This is an optimization exercise on Yosys and OpenROAD, whose aim is small area and a short achievable clock period, not a production implementation.
At most, simulation tests tie the RTL to the original design; equivalence was not proved.
No functional check of the RTL was part of run 2.
Power and IR drop assume default switching activity.

**run.sh**
```bash
#!/bin/bash
# synth_recipe.tcl (not shown) runs the flow's synth.tcl, then flattens the netlist and writes it again
# the make line also repeats each setting of config.mk as NAME=value (left out here)
make -C /OpenROAD-flow-scripts/flow DESIGN_CONFIG=/design/flow/config.mk WORK_HOME=/design/flow/orfs CLKGATE_MAP_FILE= SYNTH_SCRIPT=/design/flow/synth_recipe.tcl finish
```
**constraint.sdc**
```tcl
create_clock -name core_clock -period 5.5 [get_ports {clock}]
set_input_delay 1.1000 -clock core_clock [delete_from_list [all_inputs] [get_ports {clock}]]
set_output_delay 1.1000 -clock core_clock [all_outputs]
set_load 0.01 [all_outputs]
```
**design.v**
```verilog
module ap_ctrl_txn_monitor #(
    parameter int N_CH      = 8,
    parameter int CNT_W     = 16,
    parameter int TXN_DEPTH = 4,
    parameter int CH_W      = (N_CH > 1) ? $clog2(N_CH) : 1
) (
    input  logic              clock,
    input  logic              reset,
    input  logic              finish,
    input  logic [N_CH-1:0]   ap_start,
    input  logic [N_CH-1:0]   ap_ready,
    input  logic [N_CH-1:0]   ap_done,
    input  logic [N_CH-1:0]   ap_continue,
    input  logic [N_CH-1:0]   clr,
    input  logic              rd_en,
    input  logic [CH_W-1:0]   rd_ch,
    input  logic [2:0]        rd_sel,
    output logic              rd_valid,
    output logic [CNT_W-1:0]  rd_data,
    output logic [N_CH-1:0]   busy,
    output logic [N_CH-1:0]   err,
    output logic              frozen
);
    localparam int RD_N = 2 ** CH_W;
    function automatic logic [CNT_W:0] add_pf(input logic [CNT_W-1:0] a,
                                              input logic [CNT_W-1:0] b, input logic cin);
        logic [CNT_W-1:0] p, gg, pp;
        p  = a ^ b;
        gg = a & b;
        pp = p;
        gg[0] = gg[0] | (p[0] & cin);
        for (int l = 0; (1 << l) < CNT_W; l++)
            for (int i = CNT_W - 1; i >= (1 << l); i--) begin
                gg[i] = gg[i] | (pp[i] & gg[i - (1 << l)]);
                pp[i] = pp[i] & pp[i - (1 << l)];
            end
        add_pf = {gg[CNT_W-1], p ^ {gg[CNT_W-2:0], cin}};
    endfunction
    function automatic logic [CNT_W-1:0] low_ones(input logic [CNT_W-1:0] v);
        low_ones[0] = 1'b1;
        for (int i = 1; i < CNT_W; i++) low_ones[i] = low_ones[i-1] & v[i-1];
    endfunction
    logic [CNT_W-1:0] ts_q;       
    logic [CNT_W-1:0] tsn_q;      
    logic             frozen_q;
    logic [CNT_W:0]   tsn_w;
    logic             rd_valid_q;
    logic [CNT_W-1:0] rd_data_q;
    logic [CNT_W-1:0] rd_val [N_CH];
    assign tsn_w = add_pf(tsn_q, '0, 1'b1);
    always_ff @(posedge clock) begin
        if (!reset) begin
            ts_q     <= '0;
            tsn_q    <= CNT_W'(1);
            frozen_q <= 1'b0;
        end else begin
            if (!frozen_q) begin
                ts_q  <= tsn_q;
                tsn_q <= tsn_w[CNT_W-1:0];
            end
            if (finish) frozen_q <= 1'b1;
        end
    end
    for (genvar g = 0; g < N_CH; g++) begin : g_ch
        logic [CNT_W-1:0] fifo_q [4];     
        logic             busy_q, err_q;
        logic [2:0]       occ_q;
        logic [CNT_W-1:0] hlat_q;     
        logic [CNT_W-1:0] txn_q, last_q, min_q, max_q, stall_q;
        logic             ovf_q, unf_q;
        logic             st, dn, empty, full, one;
        logic             push, pop, upd, push_only, pop_only, ovf_set, unf_set;
        logic             popf, wr_here [4];
        logic [CNT_W-1:0] lat, hlat_d;
        logic             ch_rst;
        logic [CNT_W-1:0] ch_val;
        logic             lt, gt;
        assign st    = ap_start[g] & ap_ready[g];
        assign dn    = ap_done[g] & ap_continue[g];
        assign empty = (occ_q == 3'd0);
        assign full  = occ_q[2];
        assign one   = (occ_q == 3'd1);
        assign push_only = st & ~dn & ~full;
        assign ovf_set   = st & ~dn & full;
        assign pop_only  = dn & ~st & ~empty;
        assign unf_set   = dn & ~st & empty;
        assign upd       = (st & dn) | pop_only;
        assign pop       = dn & ~empty;           
        assign push      = push_only | (st & dn & ~empty);
        assign popf   = pop & ~frozen_q;
        assign lat    = empty ? '0 : hlat_q;
        logic [CNT_W:0] lt_w, gt_w, sub_w;
        logic [CNT_W-1:0] hpre, tpre, spre;
        logic           tsat, ssat;
        assign lt_w   = add_pf(hlat_q, ~min_q, 1'b1);    
        assign gt_w   = add_pf(max_q, ~hlat_q, 1'b1);    
        assign lt     = ~lt_w[CNT_W];
        assign gt     = ~gt_w[CNT_W];
        assign sub_w  = add_pf(tsn_q, ~fifo_q[1], 1'b1);
        assign hpre   = low_ones(hlat_q);
        always_comb begin
            if (empty || (one && popf)) hlat_d = CNT_W'(1);
            else if (popf)              hlat_d = sub_w[CNT_W-1:0];
            else                        hlat_d = hlat_q ^ ({CNT_W{!frozen_q}} & hpre);
        end
        for (genvar i = 0; i < 4; i++) begin : g_wr
            assign wr_here[i] = push && (pop ? (occ_q == 3'(i + 1)) : (occ_q == 3'(i)));
        end
        assign tpre = low_ones(txn_q);
        assign spre = low_ones(stall_q);
        assign tsat = tpre[CNT_W-1] & txn_q[CNT_W-1];
        assign ssat = spre[CNT_W-1] & stall_q[CNT_W-1];
        assign ch_rst    = !reset || (clr[g] && !frozen_q);
        always_ff @(posedge clock) begin
            hlat_q <= hlat_d;
            if (!frozen_q) begin
                for (int i = 0; i < 3; i++)
                    if (pop && !wr_here[i]) fifo_q[i] <= fifo_q[i + 1];
                    else if (wr_here[i])    fifo_q[i] <= ts_q;
                if (pop || wr_here[3]) fifo_q[3] <= ts_q;
            end
        end
        always_ff @(posedge clock) begin
            if (ch_rst) begin
                busy_q   <= 1'b0;
                err_q    <= 1'b0;
                occ_q    <= '0;
                txn_q    <= '0;
                last_q   <= '0;
                min_q    <= '1;
                max_q    <= '0;
                stall_q  <= '0;
                ovf_q    <= 1'b0;
                unf_q    <= 1'b0;
            end else if (!frozen_q) begin
                err_q  <= err_q | ovf_set | unf_set;
                busy_q <= ~(err_q | ovf_set | unf_set) & (push_only | (~empty & ~(pop_only & one)));
                if (push_only) occ_q <= occ_q + 3'd1;
                else if (pop_only) occ_q <= occ_q - 3'd1;
                if (upd) begin
                    txn_q  <= txn_q ^ ({CNT_W{~tsat}} & tpre);
                    last_q <= lat;
                    if (empty || lt) min_q <= lat;
                    if (!empty && gt) max_q <= hlat_q;
                end
                if (ap_done[g] && !ap_continue[g])
                    stall_q <= stall_q ^ ({CNT_W{~ssat}} & spre);
                if (ovf_set) ovf_q <= 1'b1;
                if (unf_set) unf_q <= 1'b1;
            end
        end
        logic chs;
        assign chs = (rd_ch == CH_W'(g));
        always_comb begin
            ch_val = ({CNT_W{chs & (rd_sel == 3'd0)}} & txn_q)
                   | ({CNT_W{chs & (rd_sel == 3'd1)}} & last_q)
                   | ({CNT_W{chs & (rd_sel == 3'd2)}} & min_q)
                   | ({CNT_W{chs & (rd_sel == 3'd3)}} & max_q)
                   | ({CNT_W{chs & (rd_sel == 3'd4)}} & stall_q)
                   | ({CNT_W{chs & (rd_sel == 3'd5)}} & CNT_W'(occ_q))
                   | ({CNT_W{chs & (rd_sel == 3'd6)}} & {{(CNT_W-2){1'b0}}, unf_q, ovf_q});
        end
        assign rd_val[g] = ch_val;
        assign busy[g]   = busy_q;
        assign err[g]    = err_q;
    end
    logic [CNT_W-1:0] rd_or;
    always_comb begin
        rd_or = (rd_sel == 3'd7 && int'(rd_ch) < N_CH) ? ts_q : '0;
        for (int i = 0; i < N_CH; i++) rd_or = rd_or | rd_val[i];
    end
    always_ff @(posedge clock) begin
        if (!reset) begin
            rd_valid_q <= 1'b0;
            rd_data_q  <= '0;
        end else begin
            rd_valid_q <= rd_en;
            if (rd_en) rd_data_q <= rd_or;
        end
    end
    assign rd_valid = rd_valid_q;
    assign rd_data  = rd_data_q;
    assign frozen   = frozen_q;
endmodule
```
**config.mk**
```make
export PLATFORM = sky130hd
export DESIGN_NAME = ap_ctrl_txn_monitor
export DESIGN_NICKNAME = ap_ctrl_txn_monitor
export VERILOG_FILES = /design/flow/design.v
export SDC_FILE = /design/flow/constraint.sdc
export NUM_CORES = 4
export LEC_CHECK = 0
export CAP_MARGIN = 20
export CORE_MARGIN = 2
export CORE_UTILIZATION = 40
export CTS_BUF_LIST = sky130_fd_sc_hd__clkbuf_16
export CTS_CLUSTER_DIAMETER = 80
export CTS_CLUSTER_SIZE = 25
export SETUP_SLACK_MARGIN = 2.7
export SLEW_MARGIN = 20
```
==> summary.txt, run 1 <==
Global route:
- The initial antenna violation count came to 34.
- The total overflow left after global routing is 0.
- The maximum number of pins on one net before global-route repair is 88.
- Across every metal layer, demand over resource in global routing totals 34.58%.
- The via count of the first global-routing pass is 48.65k.
- The first global-routing pass estimated 405800 um of wire.

Critical path:
- The standard cell with the maximum stage delay on the critical path is sky130_fd_sc_hd__or4_4.
- On the worst path, the slowest cell contributes a delay of 0.46 ns.
- The data arrival at the endpoint of the critical path is 3.70 ns.
- The worst setup path is captured at a register.
- Grouping stages by cell kind, the critical path spends the most delay in compound AO/OA/AOI/OAI gates.
- The count of buffering cells on the critical path with inverters included is 3.
- The required arrival time at the worst endpoint is 6.10 ns.
- The critical path is of the reg2reg type.
- The signal on the critical path passes through clkinvlp_4 > buf_6 > buf_12 > ha_4 > fa_2 > nor2b_2 > o21ai_2 > a21boi_2 > or4_4 > a41oi_4 > a21oi_4 > a31oi_4 > xor2_4 > a211oi_2.
- The maximum net fanout on the critical path is 3.
- The kind of launch point of the worst setup path is a register.

Routing:
- The remaining antenna violation count after routing is 0.
- In the final routed layout, each cell accounts on average for 32.98 um.
- The detailed-route vias per instance is 5.984.
- The remaining routing DRC violations is 0.
- The total number of vias is 54.89k.
- The wire length reported by the detailed router is 302500 um.
- The first detailed-routing pass took 8 iterations.
- The initial DRC count is 6902.

Finish:
- After routing the design area is 0.07698 sq mm.
- The final standard cell count with taps included and fillers excluded is 9172.
- The area growth from synthesis to layout is 16.69%.
- In the final layout, the share of cells above drive strength 1 is 18.28%.
- The final layout net count is 7397.
- Once layout is complete, the utilization of the core stands at 46.82%.

Clock tree:
- The buffer depth of the longest clock path is 3.
- The buffer cell driving the clock tree root is sky130_fd_sc_hd__clkbuf_16.
- CTS built an H-tree with a depth of 3.
- The later pin in the worst-skew pair is clocked with a latency of 0.76 ns.
- TritonCTS created 86 clock buffers.
- After clock tree synthesis, the clock-pin slew on the worst setup and hold paths is 0.09 ns.
- TritonCTS built the clock tree.
- The quantity of hold-fixing buffers added after cts is 0.
- The number of clock sinks is 1258.

STA:
- At the pin with the least slew margin, the transition time is 1.023 ns.
- The highest clock rate is 322.7 MHz.
- The clock arrives with 0.04463 ns of skew.
- The number of hold violations in the final report is 0.
- Headroom to the max-slew limit came out at 31.82%.
- The number of pins exceeding their max-slew limit in the final report is 0.
- The final setup TNS is 0 ns.
- After layout, the worst path uses 56.35% of the clock period.
- The total of endpoints with negative setup slack in the final report is 0.
- Setup repair after global routing could not meet its margin everywhere.
- The shortest clock period the worst path allows after layout is 3.099 ns.

Logic synthesis:
- The cell area that synthesis handed to floorplanning was 0.06597 sq mm.
- The post-synthesis average cell area is 9.815 sq um.
- The number of distinct library cell variants in the gate-level netlist after synthesis is 97.
- The number of warnings issued by yosys is 18.
- The synthesized flop and latch total is 1258.
- For this run, the leading register cell type out of synthesis is sky130_fd_sc_hd__dfxtp_1.
- Yosys instantiated no cell more often than sky130_fd_sc_hd__dfxtp_1.
- In the post-synthesis netlist, the biggest area contributors are sky130_fd_sc_hd__dfxtp_1, sky130_fd_sc_hd__edfxtp_1, sky130_fd_sc_hd__ha_1.
- The gate count after technology mapping is 6722.
- The share of the synthesized area in the top cell type is 26.52%.
- The synthesized design spends more area on one cell type than any other, namely sky130_fd_sc_hd__dfxtp_1.
- The number of nets produced by synthesis is 7213.
- The sequential area share after synthesis is 44.00%.
- By count the netlist is led by sky130_fd_sc_hd__dfxtp_1, sky130_fd_sc_hd__nor2_1, sky130_fd_sc_hd__ha_1, sky130_fd_sc_hd__inv_1, sky130_fd_sc_hd__edfxtp_1.
- After synthesis, the share of flip-flops with an asynchronous set or reset is 0%.
- The number of flops mapped to enable cells by yosys is 384.

Power and ir drop:
- The worst supply voltage drop on vdd is 0.2664 mV.
- The power per cell area is 250.9 mW/mm^2.
- The overall power of the completed layout is 19.31 mW.
- For this design the static power due to leakage is 31.15 nW.

Floorplanning:
- The starting utilization of the core area is 40.12%.
- The overall die height is 410.1 um.
- The floorplan step defined a die boundary enclosing 0.1682 sq mm.
- The die is 410.1 um wide.
- The floorplan step defined a core boundary enclosing 0.1644 sq mm.
- The number of placement rows is 149.
- The I/O pin count is 84.

Placed design:
- The placer congestion estimate is 1.058.
- The number of input and output port buffers inserted is 83.
- Counting tap cells, the placed design contains a total of 8820 instances.
- The half-perimeter wire length of the detailed placement result is 232300 um.
- The total cell area at the placement stage is 0.06959 sq mm.

Hold path:
- The min-delay analysis places its worst path in the category reg2reg.

Flow run:
- Across the run, the number of max-cap violations was 0.

Status:
- The run finished with no timing, DRC or antenna violations.
==> cell families after synthesis <==
| kind of cell | Yosys count | share of synthesized area (%) |
|---|---|---|
| muxes | 423 | 6.903 |
| buffers and inverters | 763 | 4.688 |
| DFF | 1258 | 44.00 |
| xor gates and xnor gates | 416 | 5.523 |
| and+or+nand+nor | 1986 | 14.63 |
| AOI/OAI and AO/OA | 1435 | 15.80 |
| adders and majority gates | 441 | 8.455 |
==> area by class of cell <==
| class | instances | area, sq um |
|---|---|---|
| fill | 15394 | 87450 |
| multi-input combinational | 4703 | 36280 |
| sequential | 1258 | 29130 |
| timing repair buffer | 433 | 4031 |
| tap | 2189 | 2739 |
| clock buffer | 91 | 2277 |
| inverter | 424 | 1607 |
| clock inverter | 66 | 894.6 |
| antenna | 8 | 20.02 |
==> per-layer routing <==
layer	GRT usage (%)	part of all wire, %	wire [um]	vias up
li1	-	-	-	24755
met2	50.93	42	127600	2280
met4	17.24	5.9	18000	20
met3	5.069	7.1	21520	463
met5	0	0.045	136	-
met1	49.22	45	135200	27367
==> where the power goes <==
group	internal [mW]	switching, mW
Sequential	9.68	0.230
Clock	3.46	4.03
Combinational	0.742	1.17
==> flip-flops by register name (all words and copies together), names as in the netlist, 24 cells and up <==
signal / count
g_ch.fifo_q: 384
g_ch.hlat_q: 128
g_ch.last_q: 128
g_ch.max_q: 128
g_ch.min_q: 128
g_ch.occ_q: 24
g_ch.stall_q: 128
g_ch.txn_q: 128
==> final timing paths <==
kind / start / endpoint / slack [ns] / cells after the start
max: tsn_q[0] / g_ch[1].hlat_q[14] / 2.40 / 14
min: g_ch[5].busy_q / g_ch[5].busy_q / 0.47 / 2
max reg2reg: tsn_q[0] / g_ch[1].hlat_q[14] / 2.40 / 14
min reg2reg: g_ch[5].busy_q / g_ch[5].busy_q / 0.47 / 2
==> per-stage QoR <==
stage | hold slack, ns | worst slack (ns)
final | 0.4668 | 2.401
after floorplan | 0.4366 | 2.658
after detailed placement | 0.4567 | 0.7713
after global routing | 0.4874 | 2.384
after CTS | 0.4684 | 2.469
after global placement | 0.4517 | 0.8010
==> what timing repair did <==
action | in CTS | in global routing
pin swaps | 88 | 129
hold endpoints to repair | 0 | 0
cloned | 2 | 4
endpoints found under the setup margin | 782 | 680
buffers inserted | 90 | 90
gates resized for setup | 377 | 247
==> worst register-to-register path, cell delays in order (launching register included) <==
cell and delay [ns]:
sky130_fd_sc_hd__dfxtp_4 0.36, sky130_fd_sc_hd__clkinvlp_4 0.08, sky130_fd_sc_hd__buf_6 0.12, sky130_fd_sc_hd__buf_12 0.11
sky130_fd_sc_hd__ha_4 0.12, sky130_fd_sc_hd__fa_2 0.21, sky130_fd_sc_hd__nor2b_2 0.05, sky130_fd_sc_hd__o21ai_2 0.16
sky130_fd_sc_hd__a21boi_2 0.09, sky130_fd_sc_hd__or4_4 0.46, sky130_fd_sc_hd__a41oi_4 0.30, sky130_fd_sc_hd__a21oi_4 0.10
sky130_fd_sc_hd__a31oi_4 0.25, sky130_fd_sc_hd__xor2_4 0.39, sky130_fd_sc_hd__a211oi_2 0.14
==> layout by cell type (no fill, tap or decap), types with 28 or more instances in the layout <==
| master | instances |
|---|---|
| sky130_fd_sc_hd__dfxtp_1 | 823 |
| sky130_fd_sc_hd__nor2_1 | 821 |
| sky130_fd_sc_hd__inv_1 | 421 |
| sky130_fd_sc_hd__ha_1 | 412 |
| sky130_fd_sc_hd__edfxtp_1 | 384 |
| sky130_fd_sc_hd__nand2_1 | 301 |
| sky130_fd_sc_hd__buf_4 | 277 |
| sky130_fd_sc_hd__a22oi_1 | 263 |
| sky130_fd_sc_hd__mux2_2 | 256 |
| sky130_fd_sc_hd__xnor2_1 | 232 |
| sky130_fd_sc_hd__a21oi_1 | 224 |
| sky130_fd_sc_hd__nand3_1 | 184 |
| sky130_fd_sc_hd__mux2i_1 | 166 |
| sky130_fd_sc_hd__xor2_1 | 157 |
| sky130_fd_sc_hd__a221o_1 | 130 |
| sky130_fd_sc_hd__a211oi_1 | 113 |
| sky130_fd_sc_hd__nand4_1 | 110 |
| sky130_fd_sc_hd__a21o_1 | 108 |
| sky130_fd_sc_hd__o21ai_0 | 108 |
| sky130_fd_sc_hd__clkbuf_16 | 94 |
| sky130_fd_sc_hd__nor3_1 | 92 |
| sky130_fd_sc_hd__a22o_1 | 73 |
| sky130_fd_sc_hd__a221oi_1 | 53 |
| sky130_fd_sc_hd__nand2b_1 | 48 |
| sky130_fd_sc_hd__and3_1 | 47 |
| sky130_fd_sc_hd__nor2b_1 | 45 |
| sky130_fd_sc_hd__clkdlybuf4s50_1 | 43 |
| sky130_fd_sc_hd__o21a_1 | 41 |
| sky130_fd_sc_hd__dfxtp_2 | 34 |
| sky130_fd_sc_hd__buf_6 | 32 |
| sky130_fd_sc_hd__and2_1 | 31 |
| sky130_fd_sc_hd__buf_12 | 28 |
==> run 2, diff against run 1 <==
--- a/design.v
+++ b/design.v
@@ -36,10 +36,6 @@
             end
         add_pf = {gg[CNT_W-1], p ^ {gg[CNT_W-2:0], cin}};
     endfunction
-    function automatic logic [CNT_W-1:0] low_ones(input logic [CNT_W-1:0] v);
-        low_ones[0] = 1'b1;
-        for (int i = 1; i < CNT_W; i++) low_ones[i] = low_ones[i-1] & v[i-1];
-    endfunction
     logic [CNT_W-1:0] ts_q;       
     logic [CNT_W-1:0] tsn_q;      
     logic             frozen_q;
@@ -73,6 +69,7 @@
         logic             popf, wr_here [4];
         logic [CNT_W-1:0] lat, hlat_d;
         logic             ch_rst;
+        logic [CNT_W:0]   txn_inc, stall_inc;
         logic [CNT_W-1:0] ch_val;
         logic             lt, gt;
         assign st    = ap_start[g] & ap_ready[g];
@@ -89,27 +86,23 @@
         assign push      = push_only | (st & dn & ~empty);
         assign popf   = pop & ~frozen_q;
         assign lat    = empty ? '0 : hlat_q;
-        logic [CNT_W:0] lt_w, gt_w, sub_w;
-        logic [CNT_W-1:0] hpre, tpre, spre;
-        logic           tsat, ssat;
+        logic [CNT_W:0] lt_w, gt_w, sub_w, inc_w;
         assign lt_w   = add_pf(hlat_q, ~min_q, 1'b1);    
         assign gt_w   = add_pf(max_q, ~hlat_q, 1'b1);    
         assign lt     = ~lt_w[CNT_W];
         assign gt     = ~gt_w[CNT_W];
         assign sub_w  = add_pf(tsn_q, ~fifo_q[1], 1'b1);
-        assign hpre   = low_ones(hlat_q);
+        assign inc_w  = add_pf(hlat_q, '0, !frozen_q);
         always_comb begin
             if (empty || (one && popf)) hlat_d = CNT_W'(1);
             else if (popf)              hlat_d = sub_w[CNT_W-1:0];
-            else                        hlat_d = hlat_q ^ ({CNT_W{!frozen_q}} & hpre);
+            else                        hlat_d = inc_w[CNT_W-1:0];
         end
         for (genvar i = 0; i < 4; i++) begin : g_wr
             assign wr_here[i] = push && (pop ? (occ_q == 3'(i + 1)) : (occ_q == 3'(i)));
         end
-        assign tpre = low_ones(txn_q);
-        assign spre = low_ones(stall_q);
-        assign tsat = tpre[CNT_W-1] & txn_q[CNT_W-1];
-        assign ssat = spre[CNT_W-1] & stall_q[CNT_W-1];
+        assign txn_inc   = add_pf(txn_q, '0, 1'b1);
+        assign stall_inc = add_pf(stall_q, '0, 1'b1);
         assign ch_rst    = !reset || (clr[g] && !frozen_q);
         always_ff @(posedge clock) begin
             hlat_q <= hlat_d;
@@ -138,13 +131,13 @@
                 if (push_only) occ_q <= occ_q + 3'd1;
                 else if (pop_only) occ_q <= occ_q - 3'd1;
                 if (upd) begin
-                    txn_q  <= txn_q ^ ({CNT_W{~tsat}} & tpre);
+                    txn_q  <= txn_inc[CNT_W-1:0] | {CNT_W{txn_inc[CNT_W]}};
                     last_q <= lat;
                     if (empty || lt) min_q <= lat;
                     if (!empty && gt) max_q <= hlat_q;
                 end
                 if (ap_done[g] && !ap_continue[g])
-                    stall_q <= stall_q ^ ({CNT_W{~ssat}} & spre);
+                    stall_q <= stall_inc[CNT_W-1:0] | {CNT_W{stall_inc[CNT_W]}};
                 if (ovf_set) ovf_q <= 1'b1;
                 if (unf_set) unf_q <= 1'b1;
             end
--- a/config.mk
+++ b/config.mk
@@ -7,9 +7,6 @@
 export LEC_CHECK = 0
 export CAP_MARGIN = 20
 export CORE_MARGIN = 2
-export CORE_UTILIZATION = 40
-export CTS_BUF_LIST = sky130_fd_sc_hd__clkbuf_16
-export CTS_CLUSTER_DIAMETER = 80
-export CTS_CLUSTER_SIZE = 25
+export CORE_UTILIZATION = 50
 export SETUP_SLACK_MARGIN = 2.7
 export SLEW_MARGIN = 20
==> run 2 against run 1 <==
Maximum frequency increased by 6.3%. Combinational power is 5% lower. Cell area grew 0.13%. Largest power group unchanged. Clock-buffer cell count grew 102. Setup slack better by 0.18 ns. Synthesized cell count up 2.7%. Flip-flop and latch count unchanged. Critical endpoint is now g_ch[6].hlat_q[14]. First-iteration DRC count is 17% higher. Area after synthesis increased by 0.88%. Sequential power is essentially flat.
==> summary.txt, run 2 <==
STA:
- The total of endpoints with negative setup slack in the final report is 0 (unchanged).
- The number of hold violations in the final report is 0 (unchanged).
- RSZ-0062 raised after global routing: true (unchanged).
- The final setup TNS is 0 ns (unchanged).
- The largest clock skew in the final design is 0.04612 ns (was 0.04463 ns).
- The shortest clock period the worst path allows after layout is 2.916 ns (was 3.099 ns).
- The worst relative slew slack is 14.33% (was 31.82%).
- The number of pins exceeding their max-slew limit in the final report is 0 (unchanged).
- The highest clock rate is 343.0 MHz (was 322.7 MHz).
- The share of the clock period used by the worst path was 53.01% (was 56.35%).
- The transition at the pin with the smallest max-transition slack is 1.285 ns (was 1.023 ns).

Logic synthesis:
- The most instantiated flip-flop cell in the synthesis netlist is sky130_fd_sc_hd__dfxtp_1 (unchanged).
- The number of warnings issued by yosys is 18 (unchanged).
- Synth top cells by count: sky130_fd_sc_hd__dfxtp_1, sky130_fd_sc_hd__nor2_1, sky130_fd_sc_hd__ha_1, sky130_fd_sc_hd__inv_1, sky130_fd_sc_hd__edfxtp_1 (unchanged).
- The synthesized area is 0.06656 sq mm (was 0.06597 sq mm).
- The adder-cell share of the synthesized area is 8.531% (was 8.455%).
- The multiplexer share of the synthesized area came to 6.662% (was 6.903%).
- The sequential area share after synthesis is 43.61% (was 44.00%).
- The post-synthesis average cell area is 9.643 sq um (was 9.815 sq um).
- The number of flops mapped to enable cells by yosys is 384 (unchanged).
- The cell taking the most area after synthesis is sky130_fd_sc_hd__dfxtp_1 (unchanged).
- The synthesized flop and latch total came to 1258 (unchanged).
- The xor/xnor share of the synthesized area is 4.790% (was 5.523%).
- The share of the synthesized area in compound gates (AO/OA/AOI/OAI) is 17.65% (was 15.80%).
- The share of the synthesized area in the top cell type is 26.29% (was 26.52%).
- The largest family of logic cells by synthesized area is compound AO/OA/AOI/OAI gates (unchanged).
- The library cell with the highest instance count after synthesis is sky130_fd_sc_hd__dfxtp_1 (unchanged).
- The number of distinct library cell variants in the gate-level netlist after synthesis came to 89 (was 97).
- The fraction of registers with async set/reset is 0% (unchanged).
- The number of nets produced by synthesis is 7401 (was 7213).
- The fraction of the mapped netlist area in simple logic gates is 14.09% (was 14.63%).
- The gate count after technology mapping was 6902 (was 6722).
- Main area contributors after synthesis: sky130_fd_sc_hd__dfxtp_1, sky130_fd_sc_hd__edfxtp_1, sky130_fd_sc_hd__ha_1 (unchanged).

Clock tree:
- The CTS tree is built (unchanged).
- The number of clock sinks was 1258 (unchanged).
- The clock input transition at the sequential cells of the worst setup and hold paths is 0.06 ns (was 0.09 ns).
- The buffer cell driving the clock tree root is sky130_fd_sc_hd__clkbuf_16 (unchanged).
- The buffer depth of the longest clock path is 3 (unchanged).
- The number of H-tree branching levels is 4 (was 3).
- The later-pin clock latency in the skew report is 0.81 ns (was 0.76 ns).
- The number of CTS-inserted buffers is 139 (was 86).
- The quantity of hold-fixing buffers added after cts is 0 (unchanged).

Finish:
- The area occupied by registers is 0.02912 sq mm (was 0.02913 sq mm).
- The count of fill cells added during filler insertion is 11.32k (was 15.39k).
- The cell area after layout came to 0.07709 sq mm (was 0.07698 sq mm).
- Most frequent cells in the layout: sky130_fd_sc_hd__dfxtp_1, sky130_fd_sc_hd__nor2_1, sky130_fd_sc_hd__ha_1 (was sky130_fd_sc_hd__dfxtp_1, sky130_fd_sc_hd__nor2_1, sky130_fd_sc_hd__inv_1).
- The growth of design area from synthesis to finish is 15.82% (was 16.69%).
- The most common cell after layout, fill and taps aside is sky130_fd_sc_hd__dfxtp_1 (unchanged).
- The fraction of final layout cells with drive strength greater than 1 is 16.04% (was 18.28%).
- The final layout net count came to 7537 (was 7397).
- The multi-input logic area is 0.03627 sq mm (was 0.03628 sq mm).
- The most flop-heavy register is g_ch.fifo_q (unchanged).
- The flip-flop count of the largest register after layout is 384 (unchanged).
- The fraction of the core area covered by cells at the end of the flow is 58.49% (was 46.82%).

Routing:
- The average wire per cell in the routed design is 32.64 um (was 32.98 um).
- The number of search-and-repair iterations in the first detailed-routing pass is 6 (was 8).
- The initial DRC count is 8077 (was 6902).
- The wire length reported by the detailed router is 290800 um (was 302500 um).
- The remaining antenna violation count after routing is 0 (unchanged).
- The total number of vias was 57.87k (was 54.89k).
- The detailed-route vias per instance came to 6.495 (was 5.984).
- The remaining routing DRC violations is 0 (unchanged).

Power and ir drop:
- The clock power share is 44.8% (was 38.8%).
- The switching power as a share of total power came to 25.87% (was 28.12%).
- The leakage power figure was 31.13 nW (was 31.15 nW).
- The combinational cell fraction of total power was 8.5% (was 9.9%).
- The share of power burned in registers came to 46.6% (was 51.3%).
- The worst supply voltage drop on vdd is 0.2997 mV (was 0.2664 mV).
- The reported net switching power is 5.514 mW (was 5.432 mW).
- The internal portion of total power is 15.80 mW (was 13.88 mW).
- The power per cell area is 276.5 mW/mm^2 (was 250.9 mW/mm^2).

Critical path:
- Critical-path cell list: inv_8 > ha_1 > fa_2 > nor2b_1 > o21ai_1 > a21boi_2 > a211oi_2 > o41ai_4 > a2111oi_1 > a41o_1 > a211o_1 > a21oi_1 (was clkinvlp_4 > buf_6 > buf_12 > ha_4 > fa_2 > nor2b_2 > o21ai_2 > a21boi_2 > or4_4 > a41oi_4 > a21oi_4 > a31oi_4 > xor2_4 > a211oi_2).
- The launch point of the worst path is tsn_q[0] (unchanged).
- The terminus of the critical flop-to-flop path is g_ch[6].hlat_q[14] (was g_ch[1].hlat_q[14]).
- The data arrival at the endpoint of the critical path came to 3.66 ns (was 3.70 ns).
- The depth of the critical timing path with buffers and inverters included is 12 (was 14).
- The kind of cell adding the most delay to the critical path is compound AO/OA/AOI/OAI gates (unchanged).
- The critical path endpoint is g_ch[6].hlat_q[14] (was g_ch[1].hlat_q[14]).
- The startpoint of the lowest-slack register-to-register path is tsn_q[0] (unchanged).
- The reg2reg setup slack is 2.58 ns (was 2.40 ns).
- The count of buffering cells on the critical path with inverters included was 1 (was 3).
- The depth of the most critical reg-to-reg path is 12 (was 14).
- The kind of end point of the critical path is a register (unchanged).
- The maximum net fanout on the critical path is 9 (was 3).
- The standard cell with the maximum stage delay on the critical path is sky130_fd_sc_hd__fa_2 (was sky130_fd_sc_hd__or4_4).
- The kind of launch point of the worst setup path is a register (unchanged).
- The critical setup path kind is reg2reg (unchanged).
- The required arrival time at the worst endpoint is 6.24 ns (was 6.10 ns).
- The largest stage delay on the critical path came to 0.42 ns (was 0.46 ns).

Global route:
- The first-pass GRT wire length is 401300 um (was 405800 um).
- The initial antenna violation count is 34 (unchanged).
- The maximum number of pins on one net before global-route repair is 87 (was 88).
- The total grt overflow is 0 (unchanged).
- The via count of the first global-routing pass is 51.70k (was 48.65k).
- The global-route total usage across every layer is 41.60% (was 34.58%).

Flow run:
- The number of violations of the max-capacitance limit was 0 (unchanged).

Placed design:
- The number of input and output port buffers inserted is 83 (unchanged).
- The placer congestion estimate is 1.120 (was 1.058).
- The total cell area at the placement stage is 0.06966 sq mm (was 0.06959 sq mm).
- The half-perimeter wire length of the detailed placement result is 222900 um (was 232300 um).

Status:
- Run status: complete, no violations (unchanged).

Floorplanning:
- The number of placement rows came to 133 (was 149).
- The die width is 368.8 um (was 410.1 um).
- The total die area came to 0.1360 sq mm (was 0.1682 sq mm).
- The starting utilization of the core area came to 50.50% (was 40.12%).
- The total core area is 0.1318 sq mm (was 0.1644 sq mm).
- The overall die height is 368.8 um (was 410.1 um).
- The I/O pin count came to 84 (unchanged).

Hold path:
- The worst hold-check path type is reg2reg (unchanged).
- The startpoint of the lowest-slack hold path is g_ch[3].busy_q (was g_ch[5].busy_q).
[run 2: changes by cell type after synthesis, moves of 23 or more]
cell / delta
sky130_fd_sc_hd__a31oi_1: +36
sky130_fd_sc_hd__buf_2: -25
sky130_fd_sc_hd__o21ai_0: +29
sky130_fd_sc_hd__o211a_1: +23
sky130_fd_sc_hd__a21oi_1: +118
sky130_fd_sc_hd__and3_1: +56
sky130_fd_sc_hd__clkbuf_1: +70
sky130_fd_sc_hd__a211oi_1: -37
sky130_fd_sc_hd__nor2_1: -86
sky130_fd_sc_hd__xor2_1: -47
sky130_fd_sc_hd__nand3_1: +56
sky130_fd_sc_hd__a22oi_1: +32
[run 2: cells by family (layout without fill, tap and decap cells)]
logic type	after synthesis	count (layout)
muxes	411	411
xor gates and xnor gates	364	364
other	0	11
and+or+nand+nor	1984	1986
adders and majority gates	449	449
DFF	1258	1258
buffers and inverters	781	1021
AOI/OAI and AO/OA	1655	1655
[run 2: worst register-to-register path, cell delays in order, from the launching register on]
cell and delay (ns):
sky130_fd_sc_hd__dfxtp_4 0.38, sky130_fd_sc_hd__inv_8 0.09, sky130_fd_sc_hd__ha_1 0.25, sky130_fd_sc_hd__fa_2 0.42, sky130_fd_sc_hd__nor2b_1 0.13, sky130_fd_sc_hd__o21ai_1 0.09
sky130_fd_sc_hd__a21boi_2 0.25, sky130_fd_sc_hd__a211oi_2 0.15, sky130_fd_sc_hd__o41ai_4 0.30, sky130_fd_sc_hd__a2111oi_1 0.14, sky130_fd_sc_hd__a41o_1 0.21, sky130_fd_sc_hd__a211o_1 0.28
sky130_fd_sc_hd__a21oi_1 0.17
[run 2: layout make-up]
class                      instances  area share [%]
tap                             1755           2.849
multi-input combinational       4865           47.05
timing repair buffer             355           4.162
clock buffer                     193           5.054
antenna                           11         0.03571
inverter                         419           2.071
clock inverter                    54           1.001
sequential                      1258           37.77
[run 2: worst min path at each step]
stage,to,slack [ns],cells after the start
floorplan,g_ch[7].busy_q,0.43,2
global placement,g_ch[3].busy_q,0.45,2
detailed placement,g_ch[3].busy_q,0.46,2
CTS,g_ch[3].busy_q,0.46,2
global route,g_ch[3].busy_q,0.50,2
finish,g_ch[3].busy_q,0.46,2
[run 2: what timing repair did]
| item | 4_1_cts | 5_1_grt |
|---|---|---|
| resized for setup | 238 | 213 |
| endpoints found under the setup margin | 800 | 652 |
| endpoints found under the hold margin | 0 | 0 |
| buffers inserted | 78 | 48 |
| cloned | 3 | 0 |
| pin swaps | 62 | 67 |
[run 2: through the flow]
stage | power, mW | worst slack [ns] | hold WS (ns) | cells
3_5_place_dp | 11.68 | 1.021 | 0.4558 | 8521
3_3_place_gp | 11.66 | 0.9704 | 0.4494 | 8521
6_report | 21.31 | 2.584 | 0.4588 | 8910
5_1_grt | 21.86 | 2.471 | 0.4993 | 8900
4_1_cts | 21.25 | 2.581 | 0.4631 | 8849
2_1_floorplan | 11.04 | 2.547 | 0.4323 | 6902
[run 2: layer usage]
layer	vias to the layer above	routed length, um	share of wire (%)	GRT usage, %
met2	3128	117200	40	58.00
met3	708	29070	10	9.428
li1	25528	-	-	-
met1	28484	121500	42	57.46
met4	24	22870	7.9	27.08
met5	-	244	0.084	0.5342
[run 2: power by group through the flow]
stage	logic [mW]	registers (mW)	clock network, mW
global route	1.94	9.94	9.99
floorplan	1.04	9.99	0
finish	1.82	9.94	9.55
detailed placement	1.54	10.1	0
CTS	1.69	9.93	9.63
global placement	1.52	10.1	0

## re-timing with driven ports
The flow's constraints put no driver on any port. The routed layouts listed below were extracted and timed again, unchanged, in two steps. Step 1 sets driving cells, clkbuf_16 on the clock port and buf_2 on the other inputs (assumed; they add their load-dependent delay and slew). Step 2, shift: input delay + t, output delay - t, t = (earliest + latest rising clock arrival at the registers) / 2. This alone moves slack from input paths to output paths. a / b / c = ideal / step 1 / step 2; a / b = the first two.
run | t, ns | setup WS [ns] | hold WS [ns] | clock arrival spread, ns
run 1 | 0.816 | 2.401 / 2.401 / 1.809 | 0.467 / 0.467 / 0.467 | 0.048 / 0.048
run 2 | 0.871 | 2.584 / 2.584 / 1.713 | 0.459 / 0.459 / 0.459 | 0.053 / 0.052
After both steps setup and hold are still met in every run listed. For run 2, which loses most, drivers alone change the setup slack by 0.000 ns; drivers and shift together by -0.871 ns.
